This design comes from an exercise in tuning for small area, a short achievable clock period and few clock cycles on the open sky130 flow, not from production work.
Where RTL was checked, it was by simulation tests only, not by an equivalence proof against the original.
No activity file was given, so power comes from the tool's default toggle rates.

== red ==
// length_prefixed_request_deframer
module length_prefixed_request_deframer (
  input  logic        clk,
  input  logic        rst_n,
  input  logic        in_tvalid,
  output logic        in_tready,
  input  logic [7:0]  in_tdata,
  input  logic        in_tuser,
  output logic        out_tvalid,
  input  logic        out_tready,
  output logic [31:0] out_tdata,
  output logic        out_tuser,
  output logic        out_tlast,
  input  logic        cfg_psel,
  input  logic        cfg_penable,
  input  logic        cfg_pwrite,
  input  logic [2:0]  cfg_paddr,
  input  logic [31:0] cfg_pwdata,
  output logic [31:0] cfg_prdata,
  output logic        cfg_pready
);
  localparam logic [4:0] PH_LEN  = 5'b00001;
  localparam logic [4:0] PH_CNT  = 5'b00010;
  localparam logic [4:0] PH_ALEN = 5'b00100;
  localparam logic [4:0] PH_DATA = 5'b01000;
  localparam logic [4:0] PH_FAIL = 5'b10000;
  localparam logic [2:0] ST_OK       = 3'd0;
  localparam logic [2:0] ST_TOO_LONG = 3'd1;
  localparam logic [2:0] ST_TOO_MANY = 3'd2;
  localparam logic [2:0] ST_OVERRUN  = 3'd3;
  localparam logic [2:0] ST_TRAILING = 3'd4;
  logic [31:0] max_msg_r;
  logic [20:0] max_args_r;
  logic        cfg_wr;
  assign cfg_pready = 1'b1;
  assign cfg_wr     = cfg_psel && cfg_penable && cfg_pwrite;
  always_ff @(posedge clk) begin
    if (!rst_n) begin
      max_msg_r  <= 32'd33554432;
      max_args_r <= 21'd200000;
    end else if (cfg_wr) begin
      if (cfg_paddr == 3'd0) max_msg_r  <= cfg_pwdata;
      if (cfg_paddr == 3'd4) max_args_r <= cfg_pwdata[20:0];
    end
  end
  for (genvar g = 0; g < 5; g++) begin : g_rd
    lprd_back #(.W(4)) u_rd (
  ...
For scale: ~1200 cells after synthesis, about 180 flip-flops, ~120 I/O pins, ~0.011 mm^2 of cells after synthesis.
Settings: LEC_CHECK=0, CAP_MARGIN=20, CORE_MARGIN=2, CORE_UTILIZATION=65, CTS_BUF_LIST=sky130_fd_sc_hd__clkbuf_8, SETUP_SLACK_MARGIN=3.3, SLEW_MARGIN=20, SYNTH_HIERARCHICAL=1; clock period 7.0 ns.
standard.sh (not shown) runs the stock make flow with config.mk's settings and CLKGATE_MAP_FILE= SYNTH_SCRIPT=/design/flow/synth_recipe.tcl, a recipe that flattens the netlist after the stock synthesis.
==> flow/flow/run.sh <==
#!/bin/bash
# Standard layout, with the port buffers made from the smallest buffer
# (the resizer upsizes those on critical paths).
cp standard.sh standard.sh.txt
export BUFFER_PORTS_ARGS="-buffer_cell sky130_fd_sc_hd__buf_1"
bash standard.sh > standard.log 2>&1
What blue does differently from red at the input level:
--- a/flow/config.mk
+++ b/flow/config.mk
@@ -11,3 +11,3 @@
 export CTS_BUF_LIST = sky130_fd_sc_hd__clkbuf_8
-export SETUP_SLACK_MARGIN = 3.3
+export SETUP_SLACK_MARGIN = 3.45
 export SLEW_MARGIN = 20
==> run notes <==
Against red, blue reports a relative contribution of sequential cells to total power that is lower. Higher sequential share of cell area among red and blue: red. Compared with red, blue shows met1 global-route usage lower by 0.41 points. blue ends up with lower data arrival time of the critical path than red does. Summary — layout-stage area growth over the synthesis result, blue relative to red: higher, by 3.5 points. Looking at least setup slack across all paths after layout, blue sits 0.11 ns above red. Against red as the reference, blue delivers a higher combinational cell power. On cell area after placement, red and blue are basically level. Between red and blue, the combinational group share of total power is lower for red.
[inputs] green vs blue
--- a/flow/config.mk
+++ b/flow/config.mk
@@ -11,3 +11,3 @@
 export CTS_BUF_LIST = sky130_fd_sc_hd__clkbuf_8
-export SETUP_SLACK_MARGIN = 3.45
+export SETUP_SLACK_MARGIN = 3.6
 export SLEW_MARGIN = 20
### Flow results
Relative to blue, total wirelength of the detailed-routed design increased by 4.6% in green.
On green: first-pass GRT wire length is 1900 um higher than what blue gave.
Global routing met3 resource utilization is lower on green
Relative to blue, the non-clock buffer count of green is higher by 24.
Sort green and blue by area growth from synthesis to layout, descending, and green comes first.
In the tables for green and blue, slew at the pin closest to its max-slew limit reads higher with blue.
Cmp green and blue / global-route track usage on met1 / lower: blue
Against blue, maximum frequency in green came out better.
| non-clock buffer area fraction after layout | green vs blue | 2.3 points higher |
Clock share of power delta (blue -> green): insignificant
The final reports for green and blue show post-route cell area higher in the former.
No functional check of the RTL was part of any run of this note.

job 101:
The RTL this note starts from:
==> flow/design.v <==
`default_nettype none
module lprd_back (
  input  logic [2:0] addr,
  input  logic [3:0] max_msg,
  input  logic [3:0] max_args,
  output logic [3:0] rdata
);
  assign rdata = (addr == 3'd0) ? max_msg : ((addr == 3'd4) ? max_args : 4'd0);
endmodule
`default_nettype wire
`default_nettype none
module length_prefixed_request_deframer (
  input  logic        clk,
  input  logic        rst_n,
  input  logic        in_tvalid,
  output logic        in_tready,
  input  logic [7:0]  in_tdata,
  input  logic        in_tuser,
  output logic        out_tvalid,
  input  logic        out_tready,
  output logic [31:0] out_tdata,
  output logic        out_tuser,
  output logic        out_tlast,
  input  logic        cfg_psel,
  input  logic        cfg_penable,
  input  logic        cfg_pwrite,
  input  logic [2:0]  cfg_paddr,
  input  logic [31:0] cfg_pwdata,
  output logic [31:0] cfg_prdata,
  output logic        cfg_pready
);
  localparam logic [4:0] PH_LEN  = 5'b00001;
  localparam logic [4:0] PH_CNT  = 5'b00010;
  localparam logic [4:0] PH_ALEN = 5'b00100;
  localparam logic [4:0] PH_DATA = 5'b01000;
  localparam logic [4:0] PH_FAIL = 5'b10000;
  localparam logic [2:0] ST_OK       = 3'd0;
  localparam logic [2:0] ST_TOO_LONG = 3'd1;
  localparam logic [2:0] ST_TOO_MANY = 3'd2;
  localparam logic [2:0] ST_OVERRUN  = 3'd3;
  localparam logic [2:0] ST_TRAILING = 3'd4;
  logic [31:0] max_msg_r;
  logic [20:0] max_args_r;
  logic        cfg_wr;
  assign cfg_pready = 1'b1;
  assign cfg_wr     = cfg_psel && cfg_penable && cfg_pwrite;
  always_ff @(posedge clk) begin
    if (!rst_n) begin
      max_msg_r  <= 32'd33554432;
      max_args_r <= 21'd200000;
    end else if (cfg_wr) begin
      if (cfg_paddr == 3'd0) max_msg_r  <= cfg_pwdata;
      if (cfg_paddr == 3'd4) max_args_r <= cfg_pwdata[20:0];
    end
  end
  logic [31:0] rd_args;
  assign rd_args = {11'd0, max_args_r};
  for (genvar g = 0; g < 8; g++) begin : g_rd
    lprd_back u_rd (
      .addr     (cfg_paddr),
      .max_msg  (max_msg_r[4*g +: 4]),
      .max_args (rd_args[4*g +: 4]),
      .rdata    (cfg_prdata[4*g +: 4])
    );
  end
  logic [4:0]  ph_r;
  logic [1:0]  pos_r;
  logic [31:0] body_r;      
  logic [20:0] args_r;      
  logic [31:0] abytes_r;    
  logic [19:0] cur_r;       
  logic        inc_r;       
  logic        valid_r;
  logic [2:0]  st_r;
  logic        aend_r, mend_r, has_r;
  logic [7:0]  pay_r;
  logic        in_acc;
  assign in_tready = !valid_r || out_tready;
  assign in_acc    = in_tvalid && in_tready;
  logic        is_len, is_cnt, is_alen, is_data, is_fail, fld, last;
  logic [31:0] body_dec, abytes_dec, opnd;
  logic [20:0] args_dec;
  logic [19:0] cur_inc;
  logic        b_zero, b_one, b_le4;
  logic        cnt_a0, a_one_alen, a_zero_data, ab_one, lo_gt, lo_zero, lo_short;
  logic        c_valid_cnt, c_valid_alen, c_valid_data;
  logic        c_end_cnt, c_fail_cnt, c_end_alen, c_fail_alen, c_end_data, c_fail_data;
  logic [2:0]  c_st_cnt, c_st_alen, c_st_data;
  always_comb begin
    is_len  = ph_r[0];
    is_cnt  = ph_r[1];
    is_alen = ph_r[2];
    is_data = ph_r[3];
    is_fail = ph_r[4];
    fld     = is_len || is_cnt || is_alen;
    last    = (pos_r == 2'd3);
    body_dec   = body_r - 32'd1;
    abytes_dec = abytes_r - 32'd1;
    args_dec   = args_r - 21'd1;
    cur_inc    = cur_r + 20'd1;
    b_zero  = (body_r == 32'd0);
    b_one   = (body_r == 32'd1);
    b_le4   = !b_zero && (body_r[31:3] == 29'd0) && (body_r[2:0] <= 3'd4);
    cnt_a0      = (abytes_r[20:0] == 21'd0);    
    a_one_alen  = (args_r == 21'd1);            
    a_zero_data = (args_r == 21'd0);            
    ab_one      = (abytes_r == 32'd1);
    lo_zero  = (abytes_r[23:0] == 24'd0);
    lo_short = (abytes_r[23:2] == 22'd0);
    opnd  = is_len ? max_msg_r : (is_cnt ? {11'd0, max_args_r} : body_r);
    lo_gt = ({abytes_r[23:0], 1'b1} > {opnd[23:0], !is_alen});
    c_end_cnt   = cnt_a0 && b_one;
    c_fail_cnt  = (cnt_a0 && !b_one) || (!cnt_a0 && b_le4);
    c_valid_cnt = c_end_cnt || c_fail_cnt;
    c_st_cnt    = (cnt_a0 && !b_one) ? ST_TRAILING : ((!cnt_a0 && b_le4) ? ST_OVERRUN : ST_OK);
    c_end_alen   = a_one_alen && b_one;
    c_fail_alen  = (a_one_alen && !b_one) || (!a_one_alen && b_le4);
    c_valid_alen = c_end_alen || c_fail_alen;
    c_st_alen    = (a_one_alen && !b_one) ? ST_TRAILING : ((!a_one_alen && b_le4) ? ST_OVERRUN : ST_OK);
    c_end_data   = a_zero_data && b_one;
    c_fail_data  = (a_zero_data && !b_one) || (!a_zero_data && b_le4);
    c_valid_data = c_end_data || c_fail_data;
    c_st_data    = (a_zero_data && !b_one) ? ST_TRAILING : ((!a_zero_data && b_le4) ? ST_OVERRUN : ST_OK);
  end
  logic        hi_gt, hi_eq, v_gt, in_zero, v_zero, v_short;
  logic [4:0]  ph_nxt;
  logic        res_valid, res_aend, res_mend, res_has, aend;
  logic [2:0]  res_st;
  always_comb begin
    hi_gt   = (in_tdata > opnd[31:24]);
    hi_eq   = (in_tdata == opnd[31:24]);
    v_gt    = hi_gt || (hi_eq && lo_gt);
    in_zero = (in_tdata == 8'd0);
    v_zero  = in_zero && lo_zero;
    v_short = in_zero && lo_short;
    ph_nxt    = ph_r;
    res_valid = 1'b0;
    res_aend  = 1'b0;
    res_mend  = 1'b0;
    res_has   = 1'b0;
    res_st    = ST_OK;
    aend      = 1'b0;
    case (1'b1)
      is_len: if (last) begin
        res_mend = 1'b1;
        if (v_gt) begin
          ph_nxt = PH_FAIL; res_valid = 1'b1; res_st = ST_TOO_LONG;
        end else if (v_short) begin
          ph_nxt = PH_FAIL; res_valid = 1'b1; res_st = ST_OVERRUN;
        end else begin
          ph_nxt = PH_CNT;
        end
      end
      is_cnt: if (last) begin
        res_mend = 1'b1;
        if (v_gt) begin
          ph_nxt = PH_FAIL; res_valid = 1'b1; res_st = ST_TOO_MANY;
        end else begin
          res_valid = c_valid_cnt;
          res_st    = c_st_cnt;
          ph_nxt    = c_end_cnt ? PH_LEN : (c_fail_cnt ? PH_FAIL : PH_ALEN);
        end
      end
      is_alen: if (last) begin
        if (v_gt && !b_zero) begin
          ph_nxt = PH_FAIL; res_valid = 1'b1; res_mend = 1'b1; res_st = ST_OVERRUN;
        end else if (v_zero) begin
          aend      = 1'b1;
          res_valid = 1'b1;
          res_aend  = 1'b1;
          res_mend  = c_valid_alen;
          res_st    = c_st_alen;
          ph_nxt    = c_end_alen ? PH_LEN : (c_fail_alen ? PH_FAIL : PH_ALEN);
        end else begin
          ph_nxt = PH_DATA;
        end
      end
      is_data: begin
        res_valid = 1'b1;
        res_has   = 1'b1;
        if (ab_one) begin
          aend     = 1'b1;
          res_aend = 1'b1;
          res_mend = c_valid_data;
          res_st   = c_st_data;
          ph_nxt   = c_end_data ? PH_LEN : (c_fail_data ? PH_FAIL : PH_ALEN);
        end
      end
      default: ;
    endcase
    if (in_tuser) begin
      ph_nxt    = PH_LEN;
      res_valid = 1'b0;
      res_has   = 1'b0;
      aend      = 1'b0;
    end
  end
  always_ff @(posedge clk) begin
    if (!rst_n) begin
      ph_r  <= PH_LEN;
      pos_r <= 2'd0;
    end else if (in_acc) begin
      ph_r  <= ph_nxt;
      pos_r <= in_tuser ? 2'd1 : (fld ? pos_r + 2'd1 : pos_r);
    end
  end
  always_ff @(posedge clk) begin
    if (in_acc) begin
      if (is_len) begin
        if (last) body_r <= {in_tdata, abytes_r[23:0]};
      end else if (!is_fail) begin
        body_r <= body_dec;
      end
      if (in_tuser || (fld && pos_r == 2'd0)) abytes_r[7:0] <= in_tdata;
      else if (is_data)                       abytes_r[7:0] <= abytes_dec[7:0];
      if (!in_tuser) begin
        if (fld) begin
          if (pos_r == 2'd1) abytes_r[15:8]  <= in_tdata;
          if (pos_r == 2'd2) abytes_r[23:16] <= in_tdata;
          if (pos_r == 2'd3) abytes_r[31:24] <= in_tdata;
        end else if (is_data) begin
          abytes_r[31:8] <= abytes_dec[31:8];
        end
      end
      if (last && is_cnt)  args_r <= abytes_r[20:0];
      if (last && is_alen) args_r <= args_dec;
      if (in_tuser || is_len || is_cnt) cur_r <= 20'd0;
      else if (inc_r)                   cur_r <= cur_inc;
      inc_r <= aend;
    end
  end
  always_ff @(posedge clk) begin
    if (in_tready) begin
      st_r   <= res_st;
      aend_r <= res_aend;
      mend_r <= res_mend;
      has_r  <= res_has;
      pay_r  <= res_has ? in_tdata : 8'd0;
    end
  end
  always_ff @(posedge clk) begin
    if (!rst_n)      valid_r <= 1'b0;
    else if (in_acc) valid_r <= res_valid;
    else if (out_tready) valid_r <= 1'b0;
  end
  assign out_tvalid = valid_r;
  assign out_tdata  = {st_r, aend_r, cur_r, pay_r};
  assign out_tuser  = has_r;
  assign out_tlast  = mend_r;
endmodule
`default_nettype wire
==> flow/config.mk <==
export PLATFORM = sky130hd
export DESIGN_NAME = length_prefixed_request_deframer
export DESIGN_NICKNAME = length_prefixed_request_deframer
export VERILOG_FILES = /design/flow/design.v
export SDC_FILE = /design/flow/constraint.sdc
export NUM_CORES = 4
export LEC_CHECK = 0
export CAP_MARGIN = 20
export CORE_MARGIN = 2
export CORE_UTILIZATION = 65
export CTS_BUF_LIST = sky130_fd_sc_hd__clkbuf_8
export SETUP_SLACK_MARGIN = 3.55
export SLEW_MARGIN = 20
export SYNTH_HIERARCHICAL = 1
==> flow/constraint.sdc <==
create_clock -name core_clock -period 7.0 [get_ports {clk}]
set_input_delay 1.4000 -clock core_clock [delete_from_list [all_inputs] [get_ports {clk}]]
set_output_delay 1.4000 -clock core_clock [all_outputs]
set_load 0.01 [all_outputs]
Scripts as last shown in full above: flow/flow/run.sh
Testbench counts of job 101, summed over its fixed seeds: cycles 400,378.
## Diff of input files: job 102 against job 101
# job 101
export LEC_CHECK = 0
export CAP_MARGIN = 20
export CORE_MARGIN = 2
export CORE_UTILIZATION = 65
export CTS_BUF_LIST = sky130_fd_sc_hd__clkbuf_8
export SETUP_SLACK_MARGIN = 3.55
export SLEW_MARGIN = 20
export SYNTH_HIERARCHICAL = 1
create_clock -name core_clock -period 7.0 [get_ports {clk}]
# job 102
export LEC_CHECK = 0
export CAP_MARGIN = 20
export CORE_MARGIN = 2
export CORE_UTILIZATION = 72
export CTS_BUF_LIST = sky130_fd_sc_hd__clkbuf_8
export SETUP_SLACK_MARGIN = 3.45
export SLEW_MARGIN = 20
export SYNTH_HIERARCHICAL = 1
create_clock -name core_clock -period 7.0 [get_ports {clk}]
==> comparison <==
- Delta (job 102 minus job 101): sequential share of layout area moved up, number of cell instances on the worst register-to-register path moved down, met2 wire length moved down.
- From job 101 to job 102 the numbers moved as follows: final worst-path setup slack lost 0.059 ns, final RePlAce weighted congestion picked up an extra 4.8%.
- Clock-buffer cell count is higher on job 102
- Row overall fraction of global-route tracks in use: job 102 higher / job 101 lower
- Comparing job 101 and job 102, power per unit of standard cell area is higher on job 101.
- Job 102 vs job 101: cell area down
- Wire length of job 102 falls short of that of job 101 by a few percent.
For job 103, these inputs were changed with respect to job 102:
# job 102
export LEC_CHECK = 0
export CAP_MARGIN = 20
export CORE_MARGIN = 2
export CORE_UTILIZATION = 72
export CTS_BUF_LIST = sky130_fd_sc_hd__clkbuf_8
export SETUP_SLACK_MARGIN = 3.45
export SLEW_MARGIN = 20
export SYNTH_HIERARCHICAL = 1
create_clock -name core_clock -period 7.0 [get_ports {clk}]
# job 103
export LEC_CHECK = 0
export CAP_MARGIN = 20
export CORE_MARGIN = 2
export CORE_UTILIZATION = 65
export CTS_BUF_LIST = sky130_fd_sc_hd__clkbuf_8
export SETUP_SLACK_MARGIN = 3.45
export SLEW_MARGIN = 20
export SYNTH_HIERARCHICAL = 1
create_clock -name core_clock -period 7.0 [get_ports {clk}]
Findings:
Job 103 finished every stage and its layout cleared the timing, design-rule and antenna checks. Job 103 ended with less part of the total power dissipated in sequential elements than job 102. The total of plain and repair buffers excluding clock buffers number comes out lower for job 102 vs job 103. Summary of job 103 over job 102: width of the die now sits higher; overall global routing resource usage now sits lower. Setup slack in job 103 is larger than in job 102. Min shortest period the worst path allows across job 103 and job 102: job 103. The run showing the greater highest attainable clock frequency is job 103. Measured against each other, job 103 and job 102 differ in die footprint, the lower figure coming from job 102. Core outline area sits higher in job 103 than in job 102.
Modified inputs, job 104 compared to job 103
# job 103
export LEC_CHECK = 0
export CAP_MARGIN = 20
export CORE_MARGIN = 2
export CORE_UTILIZATION = 65
export CTS_BUF_LIST = sky130_fd_sc_hd__clkbuf_8
export SETUP_SLACK_MARGIN = 3.45
export SLEW_MARGIN = 20
export SYNTH_HIERARCHICAL = 1
create_clock -name core_clock -period 7.0 [get_ports {clk}]
# job 104
export LEC_CHECK = 0
export CAP_MARGIN = 20
export CORE_MARGIN = 2
export CORE_UTILIZATION = 65
export CTS_BUF_LIST = sky130_fd_sc_hd__clkbuf_8
export CTS_CLUSTER_DIAMETER = 60
export CTS_CLUSTER_SIZE = 30
export SETUP_SLACK_MARGIN = 3.6
export SLEW_MARGIN = 20
export SYNTH_HIERARCHICAL = 1
create_clock -name core_clock -period 7.0 [get_ports {clk}]
==> comparison <==
Delta(delay of the slowest cell on the worst path, job 104 - job 103) < 0
From job 103 to job 104 the numbers moved as follows: clock-buffer cell count saw little to no change; flip-flop and latch share of the layout cell area lost 2.2 points; least setup slack across all paths after layout grew by 0.048 ns.
Residual antenna-violating net count after detailed routing: job 103 vs job 104 identical
Cell count: job 104 higher than job 103
Overall power after layout delta (job 103 -> job 104): insignificant
Re global-route usage: job 103 and job 104 aren't equal, and the lower value belongs to job 103.
met2 track demand over resource on job 104 is up relative to job 103.

static timing again, ports no longer ideal:
Ports are ideal in the flow. The routed layouts listed here were re-timed in OpenROAD.
Step 1: set_driving_cell puts a clkbuf_16 on clk and a buf_2 on each other input, an assumption about the parent block.
Step 2 moves the port delays by t, midway between the first and last clock arrival at a register: inputs arrive t later, outputs are due t later. That takes back most of the time a late clock gives input paths.
a / b / c = ideal ports / drivers / drivers and shift; a / b = the first two.
run	shift t [ns]	setup slack, ns	worst setup path after step 2	clock arrival spread, ns
red	0.513	3.344 / 3.325 / 3.056	input to register	0.016 / 0.016
blue	0.522	3.450 / 3.368 / 3.080	input to register	0.018 / 0.018
green	0.520	3.481 / 3.338 / 3.206	input to register	0.017 / 0.017
job 101	0.515	3.534 / 3.407 / 3.141	input to register	0.011 / 0.010
job 102	0.505	3.475 / 3.441 / 3.012	input to register	0.012 / 0.012
job 103	0.523	3.505 / 3.397 / 3.108	input to register	0.016 / 0.016
job 104	0.518	3.553 / 3.245 / 3.225	input to register	0.013 / 0.013
After both steps every run listed still meets setup and hold. The setup slack of job 102, which loses most, moves by -0.034 ns with the drivers and by -0.463 ns with both steps.
